Context: an optimization exercise on an open-source flow, tuned for small area, a short achievable clock period and few clock cycles per item. The choices shown serve that exercise and are no tape-out recipe. In this exercise RTL edits were held to simulation tests only and were not proved equivalent to the original. Power figures rest on the tool's default switching activity, not on a simulated workload.

v3:
// newton_sqrt
module newton_sqrt (
	input  wire logic        clk,
	input  wire logic        rst_n,
	input  wire logic        in_valid,
	output logic             in_ready,
	input  wire logic [31:0] in_a,
	input  wire logic [31:0] in_x0,
	output logic             out_valid,
	input  wire logic        out_ready,
	output logic [31:0]      out_root
);
For scale: roughly 210 flip-flops, roughly 100 I/O pins, ~0.019 mm2 of cells after synthesis.
Settings: LEC_CHECK=0, CAP_MARGIN=20, CORE_MARGIN=5, CORE_UTILIZATION=40, SETUP_SLACK_MARGIN=3.0, SLEW_MARGIN=20; clock period 8.0 ns.
run.sh (not shown) runs the stock make flow with config.mk's settings and CLKGATE_MAP_FILE= SYNTH_SCRIPT=/design/flow/synth_recipe.tcl, a recipe that flattens the netlist after the stock synthesis.
v3 completed; timing, DRC and antenna clean
Testbench counts of v3, summed over its fixed seeds: cycles 96,373, items 1,024.
Changes in v59 relative to v3:
# v3
export LEC_CHECK = 0
export CAP_MARGIN = 20
export CORE_MARGIN = 5
export CORE_UTILIZATION = 40
export SETUP_SLACK_MARGIN = 3.0
export SLEW_MARGIN = 20
create_clock -name core_clock -period 8.0 [get_ports {clk}]
# v59
export LEC_CHECK = 0
export CAP_MARGIN = 20
export CORE_MARGIN = 5
export CORE_UTILIZATION = 40
export SETUP_SLACK_MARGIN = 4.0
export SLEW_MARGIN = 20
create_clock -name core_clock -period 8.0 [get_ports {clk}]
## What came out
- Between v3 and v59, the worst-case clock skew figures differ only marginally.
- v59 has arrival time reported for the critical path endpoint below what v3 had.
- Routed wire length: v59 vs v3 up about 11%
- Minimum clock period after layout (lower): v59
- [compare] base=v3 new=v59: via count moved up, number of gates on the worst path with buffers counted moved up, final area moved up, fraction of met1 tracks used by global routing moved up.
- When v59 is set beside v3, its first-pass GRT wire length turns out to be 7.4% larger.
For v42, these inputs were changed with respect to v59:
# v59
export LEC_CHECK = 0
export CAP_MARGIN = 20
export CORE_MARGIN = 5
export CORE_UTILIZATION = 40
export SETUP_SLACK_MARGIN = 4.0
export SLEW_MARGIN = 20
create_clock -name core_clock -period 8.0 [get_ports {clk}]
# v42
export LEC_CHECK = 0
export CAP_MARGIN = 20
export CORE_MARGIN = 5
export CORE_UTILIZATION = 40
export SETUP_SLACK_MARGIN = 2.75
export SLEW_MARGIN = 20
create_clock -name core_clock -period 8.0 [get_ports {clk}]
Findings:
Fraction of final layout cells with drive strength greater than 1 down 12 points in v42 wrt v59. On v42: aggregate global-route resource usage is 2.3 points lower than what v59 gave. v42 against v59: arrival time of data at the critical path endpoint up 0.71 ns, max-cap check violation count flat, routed wire length down 9.2%, power share of the sequential group down 2.1 points.
### v42 -> v24
# v42
export LEC_CHECK = 0
export CAP_MARGIN = 20
export CORE_MARGIN = 5
export CORE_UTILIZATION = 40
export SETUP_SLACK_MARGIN = 2.75
export SLEW_MARGIN = 20
create_clock -name core_clock -period 8.0 [get_ports {clk}]
# v24
export LEC_CHECK = 0
export CAP_MARGIN = 20
export CORE_MARGIN = 5
export CORE_UTILIZATION = 40
export SETUP_SLACK_MARGIN = 3.25
export SLEW_MARGIN = 20
create_clock -name core_clock -period 8.0 [get_ports {clk}]
### Flow results
Post-DP HPWL (higher): v42. Re average cell area after synthesis: no difference whatsoever between v24 and v42. The clock period minus final worst setup slack in v24 sits 0.34 ns below the value recorded for v42. v24: area of placed instances 69 um2 above v42. Of v42 and v24, v42 shows the lower routed length on met3, with v24 above it. Compared with v42, v24 shows a lower cell-internal power. Compared with v42, v24 shows a higher buffers plus inverters on the worst setup path.

---

The RTL this note starts from:
==> flow/design.v <==
`default_nettype none
module pp_add #(
	parameter int N = 32
) (
	input  wire logic [N-1:0] a,
	input  wire logic [N-1:0] b,
	input  wire logic         cin,
	output logic [N-1:0]      s,
	output logic              cout
);
	localparam int LV = $clog2(N);
	logic [N-1:0] p0;
	logic [N-1:0] g [0:LV];
	logic [N-1:0] p [0:LV];
	assign p0 = a ^ b;
	assign g[0] = a & b;
	assign p[0] = p0;
	for (genvar l = 0; l < LV; l++) begin : g_lvl
		for (genvar i = 0; i < N; i++) begin : g_bit
			if ((i >> l) & 1) begin : g_node
				localparam int J = ((i >> l) << l) - 1;
				assign g[l+1][i] = g[l][i] | (p[l][i] & g[l][J]);
				assign p[l+1][i] = p[l][i] & p[l][J];
			end else begin : g_pass
				assign g[l+1][i] = g[l][i];
				assign p[l+1][i] = p[l][i];
			end
		end
	end
	logic [N:0] c;
	assign c[0] = cin;
	for (genvar i = 0; i < N; i++) begin : g_c
		assign c[i+1] = g[LV][i] | (p[LV][i] & cin);
	end
	assign s = p0 ^ c[N-1:0];
	assign cout = c[N];
endmodule
`default_nettype wire
`default_nettype none
module newton_sqrt (
	input  wire logic        clk,
	input  wire logic        rst_n,
	input  wire logic        in_valid,
	output logic             in_ready,
	input  wire logic [31:0] in_a,
	input  wire logic [31:0] in_x0,
	output logic             out_valid,
	input  wire logic        out_ready,
	output logic [31:0]      out_root
);
	logic st_idle, st_init, st_mul, st_suba, st_abs, st_div, st_upd, st_out;
	logic [1:0]  step;	 
	logic [5:0]  cnt;	 
	logic [3:0]  bsel;	 
	logic        bneg;	 
	logic        ge;	 
	logic [31:0] a;
	logic [31:0] x;
	logic [33:0] x3;	 
	logic [63:0] w;	 
	logic [15:0] rh;	 
	logic take;
	assign take = st_idle | (st_out & out_ready);
	assign in_ready = take;
	assign out_valid = st_out;
	assign out_root = x;
	logic [31:0] xsm;	 
	always_comb begin
		xsm[31] = x[31];
		for (int i = 30; i >= 0; i--) xsm[i] = xsm[i+1] | x[i];
	end
	logic [10:0] jtop;
	logic [10:0] dp;	 
	logic [10:0] dsel;	 
	logic [3:0]  bwin;
	logic [3:0]  bsel_d;
	logic        bneg_d;
	always_comb begin
		logic [35:0] ext;
		jtop[0] = ~xsm[2];
		for (int j = 1; j <= 9; j++) jtop[j] = xsm[3*j-1] & ~xsm[3*j+2];
		jtop[10] = xsm[29];
		dsel = st_init ? jtop : (dp >> 1);
		ext = {3'b000, x, 1'b0};	 
		bwin = 4'b0000;
		for (int k = 0; k <= 10; k++) bwin = bwin | (ext[3*k +: 4] & {4{dsel[k]}});
		bneg_d = bwin[3];
		bsel_d[0] = (bwin[1] ^ bwin[0]) & ~(bwin[3] ^ bwin[2]);
		bsel_d[1] = ~(bwin[1] ^ bwin[0]) & (bwin[2] ^ bwin[1]);
		bsel_d[2] = (bwin[1] ^ bwin[0]) & (bwin[3] ^ bwin[2]);
		bsel_d[3] = (bwin[3] ^ bwin[2]) & ~(bwin[2] ^ bwin[1]) & ~(bwin[1] ^ bwin[0]);
	end
	logic [34:0] b_op;
	logic [63:0] m_a;
	logic [63:0] m_b;
	logic        m_cin;
	logic [63:0] m_sum;
	logic        m_cout;
	logic [31:0] q;
	logic [31:0] x_new;
	assign q = w[32:1];
	always_comb begin
		b_op = ({3'b000, x} & {35{bsel[0]}}) | ({2'b00, x, 1'b0} & {35{bsel[1]}})
			| ({1'b0, x3} & {35{bsel[2]}}) | ({1'b0, x, 2'b00} & {35{bsel[3]}});
		m_a = {w[60:0], 3'b000};
		m_b = {{29{bneg}}, b_op ^ {35{bneg}}};
		m_cin = bneg;
		if (st_init) begin
			m_a = {32'd0, x};
		end
		if (st_suba) begin
			m_a = w;
			m_b = {16'hFFFF, ~a, 16'hFFFF};
			m_cin = 1'b1;
		end
		if (st_abs) begin
			m_a = {~w[63:16], 16'hFFFF};
			m_b = '0;
			m_cin = 1'b1;
		end
		if (st_upd) begin
			m_a = {32'd0, x};
			m_b = {32'd0, q ^ {32{ge}}};
			m_cin = ge;
		end
	end
	pp_add #(.N(64)) i_madd (.a(m_a), .b(m_b), .cin(m_cin), .s(m_sum), .cout(m_cout));
	assign x_new = ge ? (m_sum[31:0] & {32{m_sum[32]}}) : (m_sum[31:0] | {32{m_sum[32]}});
	logic [33:0] r4;	 
	logic [33:0] t1, t2, t3;
	logic        f1, f2, f3;	 
	logic [1:0]  qd;
	logic [31:0] r_new;
	assign r4 = {rh, w[63:46]};
	pp_add #(.N(34)) i_d1 (.a(r4), .b(~{2'b00, x}), .cin(1'b1), .s(t1), .cout(f1));
	pp_add #(.N(34)) i_d2 (.a(r4), .b(~{1'b0, x, 1'b0}), .cin(1'b1), .s(t2), .cout(f2));
	pp_add #(.N(34)) i_d3 (.a(r4), .b(~x3), .cin(1'b1), .s(t3), .cout(f3));
	always_comb begin
		qd = {f2, f3 | (f1 & ~f2)};
		if (f3) r_new = t3[31:0];
		else if (f2) r_new = t2[31:0];
		else if (f1) r_new = t1[31:0];
		else r_new = r4[31:0];
	end
	logic        can16;
	logic        can4;
	logic [31:0] r16;
	logic [31:0] rs4;
	always_comb begin
		logic bad16, bad4;
		r16 = w[63:32];
		rs4 = {rh[11:0], w[63:44]};
		bad16 = |rh;
		bad4 = |rh[15:12];
		for (int i = 0; i <= 31; i++) begin
			if (r16[i] && !((i + 1 <= 31) ? xsm[i+1] : 1'b0)) bad16 = 1'b1;
			if (rs4[i] && !((i + 1 <= 31) ? xsm[i+1] : 1'b0)) bad4 = 1'b1;
		end
		can16 = !bad16 && (cnt >= 6'd17);
		can4 = !bad4 && (cnt >= 6'd5);
	end
	logic mul_last, div_last, x_zero, last_step;
	assign mul_last = dp[0];
	assign div_last = (cnt[5:1] == 5'd0);
	assign x_zero = ~xsm[0];
	assign last_step = (step == 2'd3) | ~|q;
	always_ff @(posedge clk or negedge rst_n) begin
		if (!rst_n) begin
			st_idle <= 1'b1;
			st_init <= 1'b0;
			st_mul <= 1'b0;
			st_suba <= 1'b0;
			st_abs <= 1'b0;
			st_div <= 1'b0;
			st_upd <= 1'b0;
			st_out <= 1'b0;
		end else begin
			st_idle <= take & ~in_valid;
			st_init <= (take & in_valid) | (st_upd & ~last_step);
			st_mul <= (st_init & ~x_zero) | (st_mul & ~mul_last);
			st_suba <= st_mul & mul_last;
			st_abs <= st_suba & ~m_cout;
			st_div <= (st_suba & m_cout) | st_abs | (st_div & ~div_last);
			st_upd <= st_div & div_last;
			st_out <= (st_init & x_zero) | (st_upd & last_step) | (st_out & ~out_ready);
		end
	end
	always_ff @(posedge clk) begin
		if (take & in_valid) begin
			a <= in_a;
			x <= in_x0;
			step <= 2'd0;
		end
		if (st_upd) begin
			x <= x_new;
			step <= step + 1'b1;
		end
		if (st_init) begin
			x3 <= m_sum[33:0];
		end
		if (st_suba) begin
			ge <= m_cout;
		end
	end
	always_ff @(posedge clk) begin
		if (st_init | st_mul) begin
			bsel <= bsel_d;
			bneg <= bneg_d;
		end else begin
			bsel <= 4'b0010;
			bneg <= 1'b0;
		end
		dp <= dsel;
		cnt <= 6'd47;
		w <= m_sum;
		rh <= 16'd0;
		if (st_init) begin
			w <= '0;
		end
		if (st_suba) begin
			w[15:0] <= '0;	 
		end
		if (st_div) begin
			if (can16) begin
				{rh, w} <= {w, 16'd0};
				cnt <= cnt - 6'd16;
			end else begin
				{rh, w} <= {r_new, w[45:0], qd};
				cnt <= cnt - 6'd2;
			end
		end
	end
endmodule
`default_nettype wire
==> flow/config.mk <==
export PLATFORM = sky130hd
export DESIGN_NAME = newton_sqrt
export DESIGN_NICKNAME = newton_sqrt
export VERILOG_FILES = /design/flow/design.v
export SDC_FILE = /design/flow/constraint.sdc
export NUM_CORES = 4
export LEC_CHECK = 0
export CAP_MARGIN = 20
export CORE_MARGIN = 5
export CORE_UTILIZATION = 40
export SETUP_SLACK_MARGIN = 3.5
export SLEW_MARGIN = 20
==> flow/constraint.sdc <==
create_clock -name core_clock -period 8.0 [get_ports {clk}]
set_input_delay 1.6000 -clock core_clock [delete_from_list [all_inputs] [get_ports {clk}]]
set_output_delay 1.6000 -clock core_clock [all_outputs]
set_load 0.01 [all_outputs]
Testbench counts at the start, summed over its fixed seeds: cycles 96,373, items 1,024.
Next try:
Settings changed: SETUP_SLACK_MARGIN 3.5 to 3.75.
Global-route usage is higher by 0.77 points.
Clock power hardly moves.
Final area is higher by 2.7%.
Sequential cell count is unchanged.
Area after synthesis is unchanged.
Synthesized cell count stays the same.
Sequential power is about the same.
Count of clock-buffer cells in the layout is higher by 8.

[static timing again, ports no longer ideal]
How much do the figures lean on ideal ports? The routed layouts below were timed once more, with nothing changed but the port constraints.
Step 1 (the two cells are an assumption about what drives the block):
set clk [get_ports {clk}]
set_driving_cell -lib_cell sky130_fd_sc_hd__clkbuf_16 $clk
set_driving_cell -lib_cell sky130_fd_sc_hd__buf_2 [delete_from_list [all_inputs] $clk]
Step 2, shift: input delay + t, output delay - t, t = (earliest + latest rising clock arrival at the registers) / 2. This alone moves slack from input paths to output paths.
a / b / c = no drivers / after step 1 / after step 2; a / b = the first two.
run | t, ns | setup slack, ns | clock arrival spread, ns | slew at the worst register clock pin (ns)
v3 | 0.604 | 3.124 / 3.124 / 3.124 | 0.014 / 0.014 | 0.07 / 0.07
v59 | 0.599 | 3.692 / 3.692 / 3.692 | 0.016 / 0.016 | 0.07 / 0.07
v42 | 0.603 | 2.988 / 2.988 / 2.988 | 0.012 / 0.012 | 0.07 / 0.07
v24 | 0.595 | 3.327 / 3.327 / 3.327 | 0.026 / 0.026 | 0.07 / 0.07
the first run of note 2 | 0.599 | 3.487 / 3.487 / 3.487 | 0.018 / 0.019 | 0.07 / 0.07
the second run of note 2 | 0.621 | 3.588 / 3.588 / 3.588 | 0.018 / 0.018 | 0.07 / 0.07
After both steps every run listed still meets setup and hold.
